What follows belongs to an exercise in optimizing a design on an open flow for small area, a short achievable clock period and few clock cycles per item; a production flow would make more cautious choices.
Function was checked by simulation only, so behaviour that the tests miss may differ from the original.
No activity file was given, so power comes from the tool's default toggle rates.

==> flow/design.v (outline; a module is shown in full before it is edited, if it fits) <==
// module polygon_convexity_check: 148 lines
// module pcc_cross: 2473 lines
module polygon_convexity_check #(
  parameter int COORD_WIDTH = 16
) (
  input  logic                          clk,
  input  logic                          rst,
  input  logic                          vertex_valid,
  output logic                          vertex_ready,
  input  logic signed [COORD_WIDTH-1:0] vertex_x,
  input  logic signed [COORD_WIDTH-1:0] vertex_y,
  input  logic                          last_vertex,
  output logic                          result_valid,
  input  logic                          result_ready,
  output logic                          is_convex,
  output logic                          too_few
);
  // ...
==> flow/run.sh <==
#!/bin/bash
# synth_recipe.tcl (not shown) runs the flow's synth.tcl, then flattens the netlist and writes it again
# the make line also repeats each setting of config.mk as NAME=value (left out here)
make -C /OpenROAD-flow-scripts/flow DESIGN_CONFIG=/design/flow/config.mk WORK_HOME=/design/flow/orfs CLKGATE_MAP_FILE= SYNTH_SCRIPT=/design/flow/synth_recipe.tcl finish
==> flow/config.mk <==
export PLATFORM = sky130hd
export DESIGN_NAME = polygon_convexity_check
export DESIGN_NICKNAME = polygon_convexity_check
export VERILOG_FILES = /design/flow/design.v
export SDC_FILE = /design/flow/constraint.sdc
export NUM_CORES = 4
export LEC_CHECK = 0
export ABC_AREA = 1
export CAP_MARGIN = 20
export CORE_MARGIN = 2
export CORE_UTILIZATION = 55
export PLACE_DENSITY = 0.7
export SETUP_SLACK_MARGIN = 4.5
export SLEW_MARGIN = 20
==> flow/constraint.sdc <==
create_clock -name core_clock -period 7.5 [get_ports {clk}]
set_input_delay 1.5000 -clock core_clock [delete_from_list [all_inputs] [get_ports {clk}]]
set_output_delay 1.5000 -clock core_clock [all_outputs]
set_load 0.01 [all_outputs]
==> flow_results.xml, run 1 <==
<?xml version="1.0" encoding="UTF-8"?>
<metrics>
  <group name="worst_setup_path">
    <metric name="crit_end_category" unit="">flop</metric>
    <metric name="r2r-end" unit="">zpos$_DFF_P_</metric>
    <metric name="setup.worst_path.start_class" unit="">flop</metric>
    <metric name="critPathSlowestCell" unit="">fa_1</metric>
    <metric name="crit_fanout" unit="">2</metric>
  </group>
  <group name="logic_synthesis">
    <metric name="netlist-cell-type-count" unit="">44</metric>
    <metric name="synth_adder_area_share" unit="%">25.3</metric>
    <metric name="yosys_most_used_dff" unit="">dfxtp_1</metric>
  </group>
  <group name="floorplan">
    <metric name="floorplan.die_area" unit="um^2">52700</metric>
  </group>
  <group name="cells_and_area">
    <metric name="most_used_cells_in_the_layout_excluding_fill_and_tap_cells" unit="">inv_1, nand2_1, xor2_1</metric>
    <metric name="layout.clock.cell_area_share" unit="%">4.34</metric>
    <metric name="num-nonclk-inverters" unit="">625</metric>
    <metric name="area_growth_syn_to_layout" unit="%">23.9</metric>
    <metric name="buffer_area_share" unit="%">8.11</metric>
  </group>
  <group name="hold_path">
    <metric name="min_delay_worst_endpoint" unit="">yend$_DFF_P_</metric>
  </group>
  <group name="drt">
    <metric name="routed-wl-met3" unit="um">7430</metric>
    <metric name="dr_wl_met2" unit="um">37600</metric>
    <metric name="drt_first_pass_iters" unit="">6</metric>
    <metric name="route.layer.met1.wl" unit="um">33100</metric>
  </group>
  <group name="grt">
    <metric name="met2_resource_use_gr" unit="%">49.5</metric>
    <metric name="grt_antenna_before_repair" unit="">0</metric>
  </group>
  <group name="timing">
    <metric name="timing_hold_violations_final" unit="">0</metric>
    <metric name="timing.final.ws_setup" unit="ns">4.04</metric>
    <metric name="timing_limited_maximum_frequency" unit="MHz">289</metric>
    <metric name="timing_max_transition_violations_final" unit="">0</metric>
    <metric name="worstMarginPinSlew" unit="ns">0.938</metric>
    <metric name="worst_clk_skew" unit="ns">0.0423</metric>
  </group>
  <group name="run">
    <metric name="max_cap_violations" unit="">0</metric>
  </group>
  <group name="outcome">
    <metric name="outcome" unit="">timing/DRC/antenna clean</metric>
  </group>
  <group name="place">
    <metric name="io_buffer_count" unit="">40</metric>
    <metric name="detailedPlace.worstSlack" unit="ns">3.02</metric>
  </group>
  <group name="clock_tree">
    <metric name="post-cts-setup-buffer-count" unit="">171</metric>
    <metric name="cts_buffer_depth" unit="">3</metric>
  </group>
</metrics>
Testbench counts, summed over its fixed seeds: cycles 59,325, items 59,266.
==> run 2: changes to the inputs <==
--- a/flow/config.mk
+++ b/flow/config.mk
@@ -8,7 +8,7 @@
 export ABC_AREA = 1
 export CAP_MARGIN = 20
 export CORE_MARGIN = 2
-export CORE_UTILIZATION = 55
-export PLACE_DENSITY = 0.7
-export SETUP_SLACK_MARGIN = 4.5
+export CORE_UTILIZATION = 40
+export PLACE_DENSITY = 0.6
+export SETUP_SLACK_MARGIN = 4.0
 export SLEW_MARGIN = 20
==> run 2 against run 1 <==
Effect of this change:
- still clean on timing, DRC and antenna
- synthesized cell count is the same
- cell count grew 1.6%
- combinational power fell by 9.9%
- non-clock buffer count fell by 195
- critical path type unchanged
- largest power group unchanged
- highest routed layer unchanged
==> flow_results.xml, run 2 <==
<?xml version="1.0" encoding="UTF-8"?>
<metrics>
  <group name="clock_tree">
    <metric name="ctsHoldBuffers" unit="">0</metric>
    <metric name="tritoncts" unit="">built</metric>
    <metric name="number_of_buffers_created_by_cts" unit="">43</metric>
    <metric name="clock_tree.root_cell" unit="">clkbuf_16</metric>
    <metric name="clkSinkCount" unit="">388</metric>
    <metric name="cts_buffer_depth" unit="">3</metric>
    <metric name="htreeDepth" unit="">2</metric>
    <metric name="clk_transition_reported_paths" unit="ns">0.06</metric>
    <metric name="clock_insertion_delay_at_the_later_pin_of_the_skew_report" unit="ns">0.60</metric>
  </group>
  <group name="timing">
    <metric name="worst_clk_skew" unit="ns">0.0256</metric>
    <metric name="timing_hold_violations_final" unit="">0</metric>
    <metric name="relSlewSlack" unit="%">34.3</metric>
    <metric name="worstMarginPinSlew" unit="ns">0.983</metric>
    <metric name="timing_max_transition_violations_final" unit="">0</metric>
    <metric name="finalSetupViolCount" unit="">0</metric>
    <metric name="timing_limited_maximum_frequency" unit="MHz">288</metric>
    <metric name="totalNegativeSetupSlack" unit="ns">0</metric>
    <metric name="grt_setup_unrepaired" unit="">yes</metric>
    <metric name="timing.final.ws_setup" unit="ns">4.03</metric>
    <metric name="fin_crit" unit="ns">3.47</metric>
    <metric name="finalCritPeriodShare" unit="%">46.2</metric>
  </group>
  <group name="floorplan">
    <metric name="floorplan.die.height" unit="um">268</metric>
    <metric name="core" unit="um^2">68900</metric>
    <metric name="die-width" unit="um">268</metric>
    <metric name="floorplan.die_area" unit="um^2">72000</metric>
    <metric name="row_count" unit="">96</metric>
    <metric name="initial_core_util" unit="%">40.6</metric>
    <metric name="ios" unit="">41</metric>
  </group>
  <group name="hold_path">
    <metric name="worstHoldPathType" unit="">reg2reg</metric>
    <metric name="hold_path_stages" unit="">0</metric>
    <metric name="min_delay_worst_endpoint" unit="">yend$_DFF_P_</metric>
    <metric name="worst_hold_startpoint" unit="">xend$_DFF_P_</metric>
  </group>
  <group name="worst_setup_path">
    <metric name="crit_fanout" unit="">4</metric>
    <metric name="crit_family" unit="">adder cells</metric>
    <metric name="worst_r2r_path_cells" unit="">15</metric>
    <metric name="critPathMaxStageDelay" unit="ns">0.54</metric>
    <metric name="critPathKind" unit="">reg2reg</metric>
    <metric name="critical_path_required" unit="ns">8.00</metric>
    <metric name="reg2reg_slack" unit="ns">4.03</metric>
    <metric name="critical_path.most_common_cell" unit="">fa_1</metric>
    <metric name="crit_end_category" unit="">flop</metric>
    <metric name="path_cells" unit="">fa_1 -&gt; fa_1 -&gt; inv_1 -&gt; fa_1 -&gt; inv_2 -&gt; ha_4 -&gt; inv_1 -&gt; nand2_1 -&gt; nand4_1 -&gt; nor2_1 -&gt; nand3_2 -&gt; nor2_2 -&gt; nand3_1 -&gt; nand2_1 -&gt; nor2_1</metric>
    <metric name="r2r_start" unit="">u_cross.rg_4_0$_DFF_P_</metric>
    <metric name="timing.critical_path.buf_inv" unit="">3</metric>
    <metric name="crit_path_arrival_time" unit="ns">3.96</metric>
    <metric name="setup.worst_path.start_class" unit="">flop</metric>
    <metric name="r2r-end" unit="">zpos$_DFF_P_</metric>
    <metric name="critPathSlowestCell" unit="">fa_1</metric>
  </group>
  <group name="logic_synthesis">
    <metric name="synth_sequential_area_ratio" unit="%">34.1</metric>
    <metric name="synth-warning-count" unit="">3</metric>
    <metric name="yosysTopAreaCellShare" unit="%">19.3</metric>
    <metric name="synth-edff-count" unit="">176</metric>
    <metric name="synthesis.nets" unit="">3359</metric>
    <metric name="synth_largest_area_cell" unit="">fa_1</metric>
    <metric name="yosys_most_used_dff" unit="">dfxtp_1</metric>
    <metric name="yosys-top-cells-count" unit="">inv_1, nand2_1, xor2_1</metric>
    <metric name="synth_top_cells_by_area" unit="">fa_1, edfxtp_1, dfxtp_1, xor2_1, inv_1</metric>
    <metric name="netlist-cell-type-count" unit="">44</metric>
    <metric name="syn_avg_cell_area" unit="um^2">9.58</metric>
    <metric name="syn_inst" unit="">2918</metric>
    <metric name="synthMostInstantiatedCell" unit="">inv_1</metric>
    <metric name="syn-cell-area" unit="um^2">28000</metric>
    <metric name="async_flop_share" unit="%">0</metric>
    <metric name="synth-seq-cells" unit="">388</metric>
  </group>
  <group name="cells_and_area">
    <metric name="finalNetCount" unit="">3381</metric>
    <metric name="most_used_cells_in_the_layout_excluding_fill_and_tap_cells" unit="">inv_1, nand2_1, xor2_1</metric>
    <metric name="area_growth_syn_to_layout" unit="%">12.2</metric>
    <metric name="n_antenna_cell" unit="">0</metric>
    <metric name="drive_gt1_share" unit="%">9.21</metric>
    <metric name="most_common_cell_after_layout_fill_and_taps_aside" unit="">inv_1</metric>
    <metric name="layout.filler_cells" unit="">6543</metric>
  </group>
  <group name="drt">
    <metric name="route.detailed.wl_per_inst" unit="um">18.4</metric>
    <metric name="num_vias" unit="">19500</metric>
    <metric name="detail_route.vias_per_cell" unit="">4.99</metric>
    <metric name="drcViolationCount" unit="">0</metric>
    <metric name="final_antenna_net_count" unit="">0</metric>
    <metric name="initialDrtViolationCount" unit="">1520</metric>
    <metric name="final_wirelength" unit="um">72000</metric>
    <metric name="drt_first_pass_iters" unit="">5</metric>
  </group>
  <group name="place">
    <metric name="hpwlAfterDp" unit="um">54000</metric>
    <metric name="gp_routability_congestion" unit="">0.942</metric>
    <metric name="io_buffer_count" unit="">40</metric>
    <metric name="detailedPlace.worstSlack" unit="ns">2.67</metric>
  </group>
  <group name="grt">
    <metric name="grt.total_usage" unit="%">20.4</metric>
    <metric name="maximum_number_of_pins_on_one_net_before_global_route_repair" unit="">52</metric>
    <metric name="grt_first_pass_wirelength" unit="um">113000</metric>
    <metric name="gr-total-overflow" unit="">0</metric>
    <metric name="number_of_global_route_vias_before_repair" unit="">19600</metric>
    <metric name="grt_antenna_before_repair" unit="">0</metric>
  </group>
  <group name="outcome">
    <metric name="outcome" unit="">timing/DRC/antenna clean</metric>
  </group>
  <group name="power">
    <metric name="p_comb_share" unit="%">23.0</metric>
    <metric name="clock_network_power_share" unit="%">38.1</metric>
    <metric name="design_power" unit="mW">5.94</metric>
    <metric name="irDropWorstVdd" unit="mV">0.198</metric>
    <metric name="cellInternalPower" unit="mW">4.20</metric>
    <metric name="sequentialPowerShare" unit="%">38.9</metric>
    <metric name="p_sw_share" unit="%">29.2</metric>
    <metric name="powerDensity" unit="nW/um^2">189</metric>
    <metric name="total_leakage_power" unit="nW">14.4</metric>
    <metric name="power_switching" unit="mW">1.74</metric>
  </group>
  <group name="run">
    <metric name="max_cap_violations" unit="">0</metric>
  </group>
</metrics>
## run 2: cell counts after synthesis
Identical to the previous run, type by type.
## run 2: worst max-delay path by stage
stage                           start  slack, ns           endpoint  depth (start not counted)
3_3_place_gp                      rst       2.75  a_x[15]$_DFFE_PP_                          7
6_report       u_cross.rg_4_0$_DFF_P_       4.03       zpos$_DFF_P_                         15
3_5_place_dp                      rst       2.67   a_y[0]$_DFFE_PP_                          7
4_1_cts             close1$_SDFF_PP0_       3.90  b_y[12]$_DFFE_PP_                         14
5_1_grt        u_cross.rg_5_0$_DFF_P_       3.89       zpos$_DFF_P_                         15
2_1_floorplan                     rst       4.12   a_x[0]$_DFFE_PP_                          6
## run 2: what timing repair did
| item | CTS | global route |
|---|---|---|
| endpoints found under the setup margin | 178 | 75 |
| pin swaps | 24 | 15 |
| gates cloned | 3 | 0 |
| gates resized for setup | 50 | 43 |
| setup buffers | 22 | 15 |
## run 2: logic make-up after synthesis
logic type / synth area share, %
adder cells (fa/ha/maj): 25.3
multiplexers: 1.00
buffers and inverters: 10.7
flip-flops: 34.1
AND/OR/NAND/NOR: 8.34
AO/OA/AOI/OAI: 11.0
XOR/XNOR: 9.65
## run 2: power groups by stage
| stage | combinational [mW] | clock, mW | sequential [mW] |
|---|---|---|---|
| final | 1.37 | 2.26 | 2.31 |
| after global routing | 1.58 | 2.40 | 2.31 |
| after CTS | 1.37 | 2.31 | 2.31 |
| after detailed placement | 1.28 | 0 | 2.35 |
| after global placement | 1.26 | 0 | 2.35 |
| after floorplan | 0.932 | 0 | 2.35 |
## run 2: per-layer routing
metal	track usage (%)	vias to the layer above	share of wire, %
li1	-	9296	-
met1	28.0	9322	44
met2	32.2	735	44
met3	3.95	150	8.2
met4	7.31	0	3.8
met5	0	-	0
## run 2: cell type report
class,instances,area [um^2],area share (%)
Clock buffer,57,1250,3.99
Clock inverter,23,304,0.969
Inverter,625,2390,7.64
Multi-Input combinational cell,1785,15800,50.5
Sequential cell,388,9540,30.4
Tap cell,931,1160,3.71
Timing Repair Buffer,97,863,2.75
## run 2: worst register-to-register path, delay by kind of cell (launching register included)
| kind | cells | cell delay, ns |
|---|---|---|
| buffers and inverters | 3 | 0.15 |
| flip-flops | 1 | 0.32 |
| AND/OR/NAND/NOR | 8 | 1.07 |
| adder cells (fa/ha/maj) | 4 | 1.84 |
## run 2: metrics by stage
stage,hold WS (ns),cells,cell area [um^2],util (%)
final,0.326,3906,31400,45.5
after global routing,0.338,3906,31400,45.5
after CTS,0.327,3891,31100,45.1
after detailed placement,0.312,3786,29100,42.2
after global placement,0.311,3786,29100,42.2
after floorplan,0.310,2918,28000,-
==> run 3: changes to the inputs <==
--- a/flow/config.mk
+++ b/flow/config.mk
@@ -10,5 +10,5 @@
 export CORE_MARGIN = 2
 export CORE_UTILIZATION = 40
 export PLACE_DENSITY = 0.6
-export SETUP_SLACK_MARGIN = 4.0
+export SETUP_SLACK_MARGIN = 4.3
 export SLEW_MARGIN = 20
==> run 3 against run 2 <==
Effect of this change:
- critical endpoint unchanged
- highest routed layer unchanged
- design area up 2.8%
- core utilization is 1.3 points higher
- non-clock buffer count up 47
- hold slack better by 0.00093 ns
- first-iteration DRC count fell by 7.4%
- global-route usage rose by 0.089 points
- sequential share of layout area down 0.84 points
- setup slack got worse by 0.070 ns
- largest power group unchanged
- clock skew up 0.0015 ns
- die area stayed put
- still clean on timing, DRC and antenna
==> flow_results.xml, run 3 <==
<?xml version="1.0" encoding="UTF-8"?>
<metrics>
  <group name="cells_and_area">
    <metric name="n_antenna_cell" unit="">0</metric>
    <metric name="drive_gt1_share" unit="%">13.6</metric>
    <metric name="most_common_cell_after_layout_fill_and_taps_aside" unit="">inv_1</metric>
    <metric name="finalNetCount" unit="">3429</metric>
    <metric name="postLayoutCellArea" unit="um^2">32200</metric>
    <metric name="area_growth_syn_to_layout" unit="%">15.3</metric>
    <metric name="most_used_cells_in_the_layout_excluding_fill_and_tap_cells" unit="">inv_1, nand2_1, xor2_1</metric>
    <metric name="finalNonFillerCells" unit="">3953</metric>
  </group>
  <group name="grt">
    <metric name="maximum_number_of_pins_on_one_net_before_global_route_repair" unit="">52</metric>
    <metric name="grt.total_usage" unit="%">20.5</metric>
    <metric name="number_of_global_route_vias_before_repair" unit="">19800</metric>
    <metric name="grt_antenna_before_repair" unit="">0</metric>
    <metric name="gr-total-overflow" unit="">0</metric>
    <metric name="grt_first_pass_wirelength" unit="um">113000</metric>
  </group>
  <group name="timing">
    <metric name="worstMarginPinSlew" unit="ns">0.982</metric>
    <metric name="finalCritPeriodShare" unit="%">47.2</metric>
    <metric name="hold_slack" unit="ns">0.327</metric>
    <metric name="fin_crit" unit="ns">3.54</metric>
    <metric name="grt_setup_unrepaired" unit="">yes</metric>
    <metric name="relSlewSlack" unit="%">34.4</metric>
    <metric name="totalNegativeSetupSlack" unit="ns">0</metric>
    <metric name="finalSetupViolCount" unit="">0</metric>
    <metric name="timing_max_transition_violations_final" unit="">0</metric>
    <metric name="timing_hold_violations_final" unit="">0</metric>
    <metric name="worst_clk_skew" unit="ns">0.0270</metric>
    <metric name="timing_limited_maximum_frequency" unit="MHz">283</metric>
  </group>
  <group name="drt">
    <metric name="route.detailed.wl_per_inst" unit="um">18.5</metric>
    <metric name="num_vias" unit="">19800</metric>
    <metric name="drt_first_pass_iters" unit="">8</metric>
    <metric name="initialDrtViolationCount" unit="">1408</metric>
    <metric name="final_wirelength" unit="um">73100</metric>
    <metric name="final_antenna_net_count" unit="">0</metric>
    <metric name="drcViolationCount" unit="">0</metric>
    <metric name="detail_route.vias_per_cell" unit="">5.00</metric>
  </group>
  <group name="logic_synthesis">
    <metric name="netlist-cell-type-count" unit="">44</metric>
    <metric name="synth_sequential_area_ratio" unit="%">34.1</metric>
    <metric name="synth-edff-count" unit="">176</metric>
    <metric name="synth-warning-count" unit="">3</metric>
    <metric name="synth-seq-cells" unit="">388</metric>
    <metric name="syn-cell-area" unit="um^2">28000</metric>
    <metric name="syn_avg_cell_area" unit="um^2">9.58</metric>
    <metric name="synth_largest_area_cell" unit="">fa_1</metric>
    <metric name="yosys_most_used_dff" unit="">dfxtp_1</metric>
    <metric name="yosys-top-cells-count" unit="">inv_1, nand2_1, xor2_1</metric>
    <metric name="synthesis.nets" unit="">3359</metric>
    <metric name="async_flop_share" unit="%">0</metric>
    <metric name="synthMostInstantiatedCell" unit="">inv_1</metric>
    <metric name="yosysTopAreaCellShare" unit="%">19.3</metric>
    <metric name="synth_top_cells_by_area" unit="">fa_1, edfxtp_1, dfxtp_1, xor2_1, inv_1</metric>
    <metric name="syn_inst" unit="">2918</metric>
  </group>
  <group name="worst_setup_path">
    <metric name="reg2reg_slack" unit="ns">3.96</metric>
    <metric name="critPathMaxStageDelay" unit="ns">0.56</metric>
    <metric name="path_cells" unit="">inv_1 -&gt; fa_1 -&gt; inv_2 -&gt; fa_1 -&gt; fa_2 -&gt; ha_4 -&gt; or2_4 -&gt; nand4_1 -&gt; nor2_1 -&gt; nand3_2 -&gt; nor2_2 -&gt; nand3_1 -&gt; nand2_2 -&gt; nor2_4</metric>
    <metric name="r2r-end" unit="">zpos$_DFF_P_</metric>
    <metric name="crit_fanout" unit="">4</metric>
    <metric name="timing.critical_path.buf_inv" unit="">2</metric>
    <metric name="critPathKind" unit="">reg2reg</metric>
    <metric name="setup.worst_path.start_class" unit="">flop</metric>
    <metric name="crit_path_arrival_time" unit="ns">4.01</metric>
    <metric name="worst_r2r_path_cells" unit="">14</metric>
    <metric name="crit_family" unit="">adder cells</metric>
    <metric name="r2r_start" unit="">u_cross.rg_6_2$_DFF_P_</metric>
    <metric name="critPathSlowestCell" unit="">fa_1</metric>
    <metric name="crit_end_category" unit="">flop</metric>
    <metric name="critical_path_required" unit="ns">7.98</metric>
    <metric name="critical_path.most_common_cell" unit="">fa_1</metric>
  </group>
  <group name="floorplan">
    <metric name="floorplan.die.height" unit="um">268</metric>
    <metric name="initial_core_util" unit="%">40.6</metric>
    <metric name="core" unit="um^2">68900</metric>
    <metric name="die-width" unit="um">268</metric>
    <metric name="row_count" unit="">96</metric>
    <metric name="ios" unit="">41</metric>
    <metric name="floorplan.die_area" unit="um^2">72000</metric>
  </group>
  <group name="clock_tree">
    <metric name="clkSinkCount" unit="">388</metric>
    <metric name="clock_insertion_delay_at_the_later_pin_of_the_skew_report" unit="ns">0.60</metric>
    <metric name="tritoncts" unit="">built</metric>
    <metric name="clock_tree.root_cell" unit="">clkbuf_16</metric>
    <metric name="cts_buffer_depth" unit="">3</metric>
    <metric name="clk_transition_reported_paths" unit="ns">0.06</metric>
    <metric name="htreeDepth" unit="">2</metric>
    <metric name="ctsHoldBuffers" unit="">0</metric>
    <metric name="number_of_buffers_created_by_cts" unit="">42</metric>
  </group>
  <group name="hold_path">
    <metric name="worst_hold_startpoint" unit="">yend$_DFF_P_</metric>
    <metric name="worstHoldPathType" unit="">reg2reg</metric>
    <metric name="hold_path_stages" unit="">0</metric>
    <metric name="min_delay_worst_endpoint" unit="">zend$_DFF_P_</metric>
  </group>
  <group name="power">
    <metric name="powerDensity" unit="nW/um^2">182</metric>
    <metric name="total_leakage_power" unit="nW">14.7</metric>
    <metric name="irDropWorstVdd" unit="mV">0.194</metric>
  </group>
  <group name="place">
    <metric name="place_inst" unit="">3784</metric>
    <metric name="dpl_cell_area" unit="um^2">29100</metric>
    <metric name="gp_routability_congestion" unit="">0.955</metric>
    <metric name="hpwlAfterDp" unit="um">54000</metric>
    <metric name="io_buffer_count" unit="">40</metric>
  </group>
  <group name="outcome">
    <metric name="outcome" unit="">timing/DRC/antenna clean</metric>
  </group>
  <group name="run">
    <metric name="max_cap_violations" unit="">0</metric>
  </group>
</metrics>
[run 3: cell types whose count changed in the layout (fill, tap and decap cells not counted), sizes merged]
cell	previous run	this run
dlygate4sd2	0	1
dlymetal6s2s	1	5
clkinvlp	9	22
o21ai	140	141
bufinv	4	3
inv	621	607
buf	57	104
clkdlybuf4s50	39	34
nand2	369	370
[run 3: cell type report]
type	count	area (um^2)
Sequential cell	388	9530
Multi-Input combinational cell	1787	16300
Clock inverter	21	244
Timing Repair Buffer	144	1320
Clock buffer	57	1220
Inverter	625	2500
Tap cell	931	1160
Fill cell	6537	36700
[run 3: worst max-delay path by stage]
stage | to | slack (ns) | cells after the start | from
global route | zpos$_DFF_P_ | 3.77 | 14 | u_cross.rg_6_2$_DFF_P_
finish | zpos$_DFF_P_ | 3.96 | 14 | u_cross.rg_6_2$_DFF_P_
global placement | a_x[1]$_DFFE_PP_ | 2.76 | 7 | rst
detailed placement | a_x[0]$_DFFE_PP_ | 2.71 | 7 | rst
CTS | zpos$_DFF_P_ | 3.92 | 14 | u_cross.rg_6_3$_DFF_P_
floorplan | a_x[0]$_DFFE_PP_ | 4.12 | 6 | rst
[run 3: layer usage]
layer	vias up	part of all wire, %	track usage (%)
met5	-	0	0
met4	0	3.8	8.06
met3	186	8.2	4.45
met2	720	45	32.4
met1	9443	43	27.4
li1	9418	-	-
[run 3: power breakdown]
group	switching (mW)	total [mW]	internal [mW]
Combinational	0.801	1.38	0.578
Clock	0.916	2.18	1.27
Sequential	0.0204	2.31	2.29
Total	1.74	5.87	4.13
[run 3: logic make-up (layout without fill, tap and decap cells)]
group / after synthesis / in the layout / synth area share (%)
buffers and inverters: 748 / 847 / 10.7
muxes: 28 / 28 / 1.00
xor gates and xnor gates: 308 / 308 / 9.65
DFF: 388 / 388 / 34.1
adders and majority gates: 404 / 404 / 25.3
AOI/OAI and AO/OA: 486 / 487 / 11.0
and+or+nand+nor: 556 / 560 / 8.34
[run 3: metrics by stage]
step | worst slack [ns] | total power [mW] | utilization, %
global placement | 2.76 | 3.62 | 42.2
detailed placement | 2.71 | 3.64 | 42.2
floorplan | 4.12 | 3.28 | -
CTS | 3.92 | 5.93 | 45.7
global route | 3.77 | 6.22 | 46.8
finish | 3.96 | 5.87 | 46.8
[run 3: worst register-to-register path: stages (launching register included)]
cell	delay, ns
dfxtp_1	0.31
inv_1	0.05
fa_1	0.54
inv_2	0.04
fa_1	0.56
fa_2	0.49
ha_4	0.30
or2_4	0.11
nand4_1	0.22
nor2_1	0.19
nand3_2	0.16
nor2_2	0.18
nand3_1	0.10
nand2_2	0.11
nor2_4	0.05
[run 3: timing repair]
action                                  4_1_cts  5_1_grt
endpoints found under the setup margin      224       64
resized for setup                           125      127
gates cloned                                  4        1
pin swaps                                    40       53
buffers inserted                             48       38
==> run 4: changes to the inputs <==
--- a/flow/config.mk
+++ b/flow/config.mk
@@ -10,5 +10,6 @@
 export CORE_MARGIN = 2
 export CORE_UTILIZATION = 40
 export PLACE_DENSITY = 0.6
-export SETUP_SLACK_MARGIN = 4.3
+export SETUP_SLACK_MARGIN = 4.0
 export SLEW_MARGIN = 20
+export TNS_END_PERCENT = 10
==> run 4 against run 3 <==
Effect of this change:
- non-clock buffer count down 63
- critical path depth down 5
- design area down 3.7%
- count of clock-buffer cells in the layout down 2
- clock power about the same
- setup slack worse by 0.038 ns
- fmax down 1.1%
==> flow_results.xml, run 4 <==
<?xml version="1.0" encoding="UTF-8"?>
<metrics>
  <group name="worst_setup_path">
    <metric name="path_cells" unit="">inv_1 -&gt; o22ai_1 -&gt; xor2_1 -&gt; ha_1 -&gt; inv_1 -&gt; fa_1 -&gt; inv_1 -&gt; fa_1 -&gt; fa_1</metric>
    <metric name="critPathMaxStageDelay" unit="ns">0.56</metric>
    <metric name="crit_end_category" unit="">flop</metric>
    <metric name="crit_fanout" unit="">16</metric>
    <metric name="crit_cells" unit="">9</metric>
    <metric name="worst_setup_path_endpoint" unit="">u_cross.rg_16_0$_DFF_P_</metric>
    <metric name="timing.critical_path.buf_inv" unit="">3</metric>
    <metric name="r2r_start" unit="">a_x[13]$_DFFE_PP_</metric>
    <metric name="critPathKind" unit="">reg2reg</metric>
    <metric name="reg2reg_slack" unit="ns">3.93</metric>
    <metric name="r2r-end" unit="">u_cross.rg_16_0$_DFF_P_</metric>
    <metric name="crit_path_arrival_time" unit="ns">4.04</metric>
    <metric name="worst_setup_path_startpoint" unit="">a_x[13]$_DFFE_PP_</metric>
    <metric name="critPathSlowestCell" unit="">inv_1</metric>
    <metric name="critical_path_required" unit="ns">7.97</metric>
    <metric name="crit_family" unit="">adder cells</metric>
    <metric name="worst_r2r_path_cells" unit="">9</metric>
    <metric name="setup.worst_path.start_class" unit="">flop</metric>
  </group>
  <group name="timing">
    <metric name="worst_clk_skew" unit="ns">0.0653</metric>
    <metric name="totalNegativeSetupSlack" unit="ns">0</metric>
    <metric name="relSlewSlack" unit="%">34.4</metric>
    <metric name="grt_setup_unrepaired" unit="">yes</metric>
    <metric name="worstMarginPinSlew" unit="ns">0.982</metric>
    <metric name="finalCritPeriodShare" unit="%">47.7</metric>
    <metric name="timing_hold_violations_final" unit="">0</metric>
    <metric name="fin_crit" unit="ns">3.57</metric>
    <metric name="timing_limited_maximum_frequency" unit="MHz">280</metric>
    <metric name="finalSetupViolCount" unit="">0</metric>
    <metric name="timing.final.ws_setup" unit="ns">3.93</metric>
    <metric name="hold_slack" unit="ns">0.325</metric>
    <metric name="timing_max_transition_violations_final" unit="">0</metric>
  </group>
  <group name="drt">
    <metric name="num_vias" unit="">19400</metric>
    <metric name="initialDrtViolationCount" unit="">1455</metric>
    <metric name="drt_first_pass_iters" unit="">6</metric>
    <metric name="route.detailed.wl_per_inst" unit="um">18.4</metric>
    <metric name="final_antenna_net_count" unit="">0</metric>
    <metric name="detail_route.vias_per_cell" unit="">4.99</metric>
    <metric name="final_wirelength" unit="um">71400</metric>
    <metric name="drcViolationCount" unit="">0</metric>
  </group>
  <group name="logic_synthesis">
    <metric name="synth-seq-cells" unit="">388</metric>
    <metric name="synth_sequential_area_ratio" unit="%">34.1</metric>
    <metric name="synthesis.nets" unit="">3359</metric>
    <metric name="syn_inst" unit="">2918</metric>
    <metric name="syn-cell-area" unit="um^2">28000</metric>
    <metric name="synth-warning-count" unit="">3</metric>
    <metric name="synth_top_cells_by_area" unit="">fa_1, edfxtp_1, dfxtp_1, xor2_1, inv_1</metric>
    <metric name="synth-edff-count" unit="">176</metric>
    <metric name="synthMostInstantiatedCell" unit="">inv_1</metric>
    <metric name="async_flop_share" unit="%">0</metric>
    <metric name="yosysTopAreaCellShare" unit="%">19.3</metric>
    <metric name="synth_largest_area_cell" unit="">fa_1</metric>
    <metric name="yosys-top-cells-count" unit="">inv_1, nand2_1, xor2_1</metric>
    <metric name="yosys_most_used_dff" unit="">dfxtp_1</metric>
    <metric name="syn_avg_cell_area" unit="um^2">9.58</metric>
    <metric name="netlist-cell-type-count" unit="">44</metric>
  </group>
  <group name="place">
    <metric name="dpl_cell_area" unit="um^2">29100</metric>
    <metric name="hpwlAfterDp" unit="um">54000</metric>
    <metric name="gp_routability_congestion" unit="">0.928</metric>
    <metric name="io_buffer_count" unit="">40</metric>
    <metric name="detailedPlace.worstSlack" unit="ns">2.65</metric>
  </group>
  <group name="grt">
    <metric name="grt_antenna_before_repair" unit="">0</metric>
    <metric name="grt.total_usage" unit="%">20.2</metric>
    <metric name="maximum_number_of_pins_on_one_net_before_global_route_repair" unit="">52</metric>
    <metric name="number_of_global_route_vias_before_repair" unit="">19300</metric>
    <metric name="gr-total-overflow" unit="">0</metric>
    <metric name="grt_first_pass_wirelength" unit="um">112000</metric>
  </group>
  <group name="floorplan">
    <metric name="floorplan.die.height" unit="um">268</metric>
    <metric name="floorplan.die_area" unit="um^2">72000</metric>
    <metric name="row_count" unit="">96</metric>
    <metric name="die-width" unit="um">268</metric>
    <metric name="core" unit="um^2">68900</metric>
    <metric name="ios" unit="">41</metric>
    <metric name="initial_core_util" unit="%">40.6</metric>
  </group>
  <group name="clock_tree">
    <metric name="number_of_buffers_created_by_cts" unit="">42</metric>
    <metric name="tritoncts" unit="">built</metric>
    <metric name="clk_transition_reported_paths" unit="ns">0.06</metric>
    <metric name="clock_tree.root_cell" unit="">clkbuf_16</metric>
    <metric name="clock_insertion_delay_at_the_later_pin_of_the_skew_report" unit="ns">0.61</metric>
    <metric name="htreeDepth" unit="">2</metric>
    <metric name="clkSinkCount" unit="">388</metric>
    <metric name="cts_buffer_depth" unit="">3</metric>
  </group>
  <group name="cells_and_area">
    <metric name="area_growth_syn_to_layout" unit="%">11.0</metric>
    <metric name="postLayoutCellArea" unit="um^2">31000</metric>
    <metric name="most_common_cell_after_layout_fill_and_taps_aside" unit="">inv_1</metric>
    <metric name="finalNetCount" unit="">3364</metric>
    <metric name="most_used_cells_in_the_layout_excluding_fill_and_tap_cells" unit="">inv_1, nand2_1, xor2_1</metric>
    <metric name="n_antenna_cell" unit="">0</metric>
    <metric name="utilization" unit="%">45.0</metric>
    <metric name="drive_gt1_share" unit="%">8.32</metric>
  </group>
  <group name="power">
    <metric name="powerDensity" unit="nW/um^2">187</metric>
    <metric name="total_leakage_power" unit="nW">14.3</metric>
    <metric name="irDropWorstVdd" unit="mV">0.196</metric>
  </group>
  <group name="hold_path">
    <metric name="worstHoldPathType" unit="">reg2reg</metric>
  </group>
  <group name="run">
    <metric name="max_cap_violations" unit="">0</metric>
  </group>
  <group name="outcome">
    <metric name="outcome" unit="">timing/DRC/antenna clean</metric>
  </group>
</metrics>
run 4: worst min-delay path by stage:
| stage | start | to | slack (ns) | cells past startpoint |
|---|---|---|---|---|
| after floorplan | xend$_DFF_P_ | yend$_DFF_P_ | 0.31 | 0 |
| after global placement | yfirst$_DFF_P_ | zfirst$_DFF_P_ | 0.31 | 0 |
| after detailed placement | yend$_DFF_P_ | zend$_DFF_P_ | 0.31 | 0 |
| after CTS | yfirst$_DFF_P_ | zfirst$_DFF_P_ | 0.33 | 0 |
| after global routing | yfirst$_DFF_P_ | zfirst$_DFF_P_ | 0.33 | 0 |
| final | yend$_DFF_P_ | zend$_DFF_P_ | 0.33 | 0 |
run 4: through the flow:
step	instances	power, mW
after floorplan	2918	3.28
after global placement	3785	3.62
after detailed placement	3785	3.64
after CTS	3882	5.84
after global routing	3887	6.15
final	3887	5.80
run 4: routing by layer:
metal	vias to the layer above	wire length (um)	GRT usage (%)
met3	130	6060	4.41
met5	-	0	0
li1	9267	-	-
met4	0	1900	5.33
met2	696	32000	32.0
met1	9297	31500	28.0
run 4: where the power goes:
| part | switching (mW) | internal [mW] |
|---|---|---|
| Clock | 0.918 | 1.25 |
| Combinational | 0.777 | 0.543 |
| Sequential | 0.0206 | 2.29 |
| Total | 1.72 | 4.08 |
run 4: logic make-up (layout without fill, tap and decap cells):
kind of cell               after synthesis  count (layout)  share of synthesized area (%)
buffers and inverters                  748             783                           10.7
and+or+nand+nor                        556             559                           8.34
adders and majority gates              404             404                           25.3
muxes                                   28              28                           1.00
AOI/OAI and AO/OA                      486             486                           11.0
DFF                                    388             388                           34.1
xor gates and xnor gates               308             308                           9.65
run 4: what timing repair did:
| item | 4_1_cts | 5_1_grt |
|---|---|---|
| cloned | 2 | 1 |
| endpoints found under the setup margin | 180 | 145 |
| gates resized for setup | 24 | 39 |
| pin swaps | 8 | 17 |
| buffers inserted | 18 | 4 |
| hold buffers | 0 | 0 |
run 4: cell type report:
| cell class | instances | area [um^2] |
|---|---|---|
| clock buffer | 55 | 1270 |
| sequential | 388 | 9530 |
| inverter | 625 | 2380 |
| fill | 6625 | 37900 |
| timing repair buffer | 81 | 721 |
| multi-input combinational | 1785 | 15800 |
| clock inverter | 22 | 218 |
| tap | 931 | 1160 |
==> run 5: changes to the inputs <==
--- a/flow/config.mk
+++ b/flow/config.mk
@@ -5,11 +5,8 @@
 export SDC_FILE = /design/flow/constraint.sdc
 export NUM_CORES = 4
 export LEC_CHECK = 0
-export ABC_AREA = 1
 export CAP_MARGIN = 20
 export CORE_MARGIN = 2
 export CORE_UTILIZATION = 40
 export PLACE_DENSITY = 0.6
-export SETUP_SLACK_MARGIN = 4.0
 export SLEW_MARGIN = 20
-export TNS_END_PERCENT = 10
==> run 5 against run 4 <==
Effect of this change:
- core utilization shrank 1.5 points
- largest power group is now clock
- area after synthesis grew 19%
- global-route usage grew 3.7 points
- register-to-register slack lost 0.68 ns
- total power shrank 0.86%
- clock power grew 7%
- highest routed layer is now met5
- setup slack lost 0.68 ns
- sequential power is essentially flat
- hold slack gained 0.00094 ns
- count of clock-buffer cells in the layout grew 3
- cell count grew 23%
- combinational power shrank 14%
==> flow_results.xml, run 5 <==
<?xml version="1.0" encoding="UTF-8"?>
<metrics>
  <group name="clock_tree">
    <metric name="number_of_buffers_created_by_cts" unit="">46</metric>
    <metric name="cts_buffer_depth" unit="">3</metric>
    <metric name="clkSinkCount" unit="">388</metric>
    <metric name="clk_transition_reported_paths" unit="ns">0.06</metric>
    <metric name="ctsResizeCount" unit="">0</metric>
    <metric name="ctsHoldBuffers" unit="">0</metric>
    <metric name="post-cts-setup-buffer-count" unit="">0</metric>
    <metric name="tritoncts" unit="">built</metric>
    <metric name="clock_tree.root_cell" unit="">clkbuf_16</metric>
    <metric name="clock_insertion_delay_at_the_later_pin_of_the_skew_report" unit="ns">0.62</metric>
    <metric name="htreeDepth" unit="">2</metric>
  </group>
  <group name="timing">
    <metric name="finalSetupViolCount" unit="">0</metric>
    <metric name="worst_clk_skew" unit="ns">0.0291</metric>
    <metric name="grt_setup_unrepaired" unit="">no</metric>
    <metric name="timing_hold_violations_final" unit="">0</metric>
    <metric name="timing_limited_maximum_frequency" unit="MHz">235</metric>
    <metric name="timing_max_transition_violations_final" unit="">0</metric>
    <metric name="relSlewSlack" unit="%">28.3</metric>
    <metric name="hold_slack" unit="ns">0.326</metric>
    <metric name="worstMarginPinSlew" unit="ns">1.08</metric>
    <metric name="totalNegativeSetupSlack" unit="ns">0</metric>
    <metric name="finalCritPeriodShare" unit="%">56.8</metric>
    <metric name="fin_crit" unit="ns">4.26</metric>
  </group>
  <group name="worst_setup_path">
    <metric name="critical_path_required" unit="ns">7.97</metric>
    <metric name="setup.worst_path.start_class" unit="">flop</metric>
    <metric name="critPathSlowestCell" unit="">edfxtp_1</metric>
    <metric name="crit_path_arrival_time" unit="ns">4.73</metric>
    <metric name="path_cells" unit="">buf_4 -&gt; inv_1 -&gt; a21oi_1 -&gt; mux2i_1 -&gt; fa_1 -&gt; fa_1 -&gt; fa_1</metric>
    <metric name="crit_family" unit="">adder cells</metric>
    <metric name="r2r-end" unit="">u_cross.rg_19_0$_DFF_P_</metric>
    <metric name="worst_r2r_path_cells" unit="">7</metric>
    <metric name="timing.critical_path.buf_inv" unit="">2</metric>
    <metric name="critical_path.most_common_cell" unit="">fa_1</metric>
    <metric name="crit_end_category" unit="">flop</metric>
    <metric name="reg2reg_slack" unit="ns">3.24</metric>
    <metric name="crit_fanout" unit="">60</metric>
    <metric name="critPathKind" unit="">reg2reg</metric>
    <metric name="r2r_start" unit="">b_y[1]$_DFFE_PP_</metric>
    <metric name="critPathMaxStageDelay" unit="ns">0.76</metric>
  </group>
  <group name="floorplan">
    <metric name="ios" unit="">41</metric>
    <metric name="initial_core_util" unit="%">40.4</metric>
    <metric name="core" unit="um^2">82200</metric>
    <metric name="floorplan.die.height" unit="um">292</metric>
    <metric name="die-width" unit="um">292</metric>
    <metric name="row_count" unit="">105</metric>
    <metric name="floorplan.die_area" unit="um^2">85400</metric>
  </group>
  <group name="grt">
    <metric name="maximum_number_of_pins_on_one_net_before_global_route_repair" unit="">112</metric>
    <metric name="gr-total-overflow" unit="">0</metric>
    <metric name="grt.total_usage" unit="%">23.9</metric>
    <metric name="number_of_global_route_vias_before_repair" unit="">25300</metric>
    <metric name="grt_first_pass_wirelength" unit="um">157000</metric>
    <metric name="grt_antenna_before_repair" unit="">2</metric>
  </group>
  <group name="run">
    <metric name="max_cap_violations" unit="">0</metric>
  </group>
  <group name="cells_and_area">
    <metric name="postLayoutCellArea" unit="um^2">35800</metric>
    <metric name="regArea" unit="um^2">9530</metric>
    <metric name="drive_gt1_share" unit="%">6.30</metric>
    <metric name="finalNetCount" unit="">4132</metric>
    <metric name="area_of_the_multi_input_gates" unit="um^2">20400</metric>
    <metric name="layout.filler_cells" unit="">8124</metric>
    <metric name="area_growth_syn_to_layout" unit="%">7.75</metric>
    <metric name="n_antenna_cell" unit="">0</metric>
    <metric name="most_common_cell_after_layout_fill_and_taps_aside" unit="">inv_1</metric>
    <metric name="utilization" unit="%">43.6</metric>
    <metric name="most_used_cells_in_the_layout_excluding_fill_and_tap_cells" unit="">inv_1, a21oi_1, nand2_1</metric>
  </group>
  <group name="place">
    <metric name="io_buffer_count" unit="">40</metric>
    <metric name="dpl_cell_area" unit="um^2">34200</metric>
    <metric name="hpwlAfterDp" unit="um">73000</metric>
    <metric name="gp_routability_congestion" unit="">0.892</metric>
  </group>
  <group name="hold_path">
    <metric name="hold_path_stages" unit="">0</metric>
    <metric name="worstHoldPathType" unit="">reg2reg</metric>
    <metric name="worst_hold_startpoint" unit="">yfirst$_DFF_P_</metric>
    <metric name="min_delay_worst_endpoint" unit="">zfirst$_DFF_P_</metric>
  </group>
  <group name="drt">
    <metric name="drt_first_pass_iters" unit="">8</metric>
    <metric name="route.detailed.wl_per_inst" unit="um">21.5</metric>
    <metric name="num_vias" unit="">27300</metric>
    <metric name="drcViolationCount" unit="">0</metric>
    <metric name="final_antenna_net_count" unit="">0</metric>
    <metric name="final_wirelength" unit="um">103000</metric>
    <metric name="initialDrtViolationCount" unit="">2999</metric>
    <metric name="detail_route.vias_per_cell" unit="">5.69</metric>
  </group>
  <group name="logic_synthesis">
    <metric name="syn-cell-area" unit="um^2">33200</metric>
    <metric name="synth-seq-cells" unit="">388</metric>
    <metric name="syn_avg_cell_area" unit="um^2">8.55</metric>
    <metric name="async_flop_share" unit="%">0</metric>
    <metric name="synth_largest_area_cell" unit="">fa_1</metric>
    <metric name="synth_sequential_area_ratio" unit="%">28.7</metric>
    <metric name="yosys_most_used_dff" unit="">dfxtp_1</metric>
    <metric name="syn_inst" unit="">3889</metric>
    <metric name="synthMostInstantiatedCell" unit="">inv_1</metric>
    <metric name="yosysTopAreaCellShare" unit="%">16.2</metric>
    <metric name="synth-edff-count" unit="">176</metric>
    <metric name="netlist-cell-type-count" unit="">69</metric>
    <metric name="synthesis.nets" unit="">4330</metric>
    <metric name="yosys-top-cells-count" unit="">inv_1, a21oi_1, nand2_1</metric>
    <metric name="synth-warning-count" unit="">3</metric>
    <metric name="synth_top_cells_by_area" unit="">fa_1, edfxtp_1, dfxtp_1, inv_1, a21oi_1</metric>
  </group>
  <group name="power">
    <metric name="design_power" unit="mW">5.75</metric>
    <metric name="total_leakage_power" unit="nW">14.9</metric>
    <metric name="irDropWorstVdd" unit="mV">0.165</metric>
    <metric name="powerDensity" unit="nW/um^2">160</metric>
  </group>
  <group name="outcome">
    <metric name="outcome" unit="">timing/DRC/antenna clean</metric>
  </group>
</metrics>
run 5: how the worst max path moves through the flow:
stage | startpoint | to | depth (start not counted)
global route | b_y[1]$_DFFE_PP_ | u_cross.rg_19_0$_DFF_P_ | 7
detailed placement | rst | a_x[5]$_DFFE_PP_ | 9
CTS | b_y[1]$_DFFE_PP_ | u_cross.rg_19_0$_DFF_P_ | 7
finish | b_y[1]$_DFFE_PP_ | u_cross.rg_19_0$_DFF_P_ | 7
floorplan | vertex_valid | a_x[0]$_DFFE_PP_ | 4
global placement | rst | a_x[1]$_DFFE_PP_ | 9
run 5: metrics by stage:
stage | worst slack, ns | std cells
2_1_floorplan | 2.76 | 3889
5_1_grt | 3.09 | 4798
3_5_place_dp | 3.12 | 4712
6_report | 3.24 | 4798
3_3_place_gp | 3.21 | 4712
4_1_cts | 3.28 | 4797
run 5: cells by family after synthesis:
group,after synthesis,share of synthesized area (%)
adders and majority gates,493,24.0
buffers and inverters,893,10.1
muxes,104,3.32
AOI/OAI and AO/OA,1088,20.2
and+or+nand+nor,803,10.6
DFF,388,28.7
xor gates and xnor gates,120,3.16
run 5: layout make-up:
cell class	instances	share of cell area, %
clock inverters	27	0.810
clock buffers	58	3.54
repair buffers	133	3.09
well taps	1070	3.74
flip-flops and latches	388	26.6
inverters	514	5.39
multi-input cells	2608	56.8
run 5: layer usage:
layer	GRT usage, %	share of wire [%]	vias up
met4	10.7	4.9	2
met2	38.2	45	1139
met3	3.58	8.1	193
met5	0	0.013	-
met1	32.1	42	13200
li1	-	-	12800
run 5: report_power, final:
part,switching (mW),internal (mW),total [mW]
clock,0.968,1.35,2.32
sequential,0.0181,2.28,2.30
combinational,0.685,0.446,1.13
total,1.67,4.08,5.75

==> afterwards: timing with drivers on the ports <==
How much do the figures lean on ideal ports? The routed layouts below were timed once more, with nothing changed but the port constraints. Step 1: set_driving_cell puts a clkbuf_16 on clk and a buf_2 on each other input, an assumption about the parent block. Step 2, shift: input delay + t, output delay - t, t = (earliest + latest rising clock arrival at the registers) / 2. This alone moves slack from input paths to output paths. a / b / c = ideal / step 1 / step 2; a / b = the first two.
run	t (ns)	slack for setup (ns)	hold slack, ns
run 1	0.647	4.045 / 4.045 / 3.982	0.320 / 0.320 / 0.320
run 2	0.645	4.033 / 4.033 / 3.609	0.326 / 0.326 / 0.326
run 3	0.645	3.963 / 3.963 / 3.789	0.327 / 0.327 / 0.327
run 4	0.643	3.925 / 3.925 / 3.517	0.325 / 0.325 / 0.325
run 5	0.664	3.242 / 3.242 / 3.150	0.326 / 0.326 / 0.326
After both steps every run listed still meets setup and hold. For run 2, which loses most, drivers alone change the setup slack by 0.000 ns; drivers and shift together by -0.424 ns.
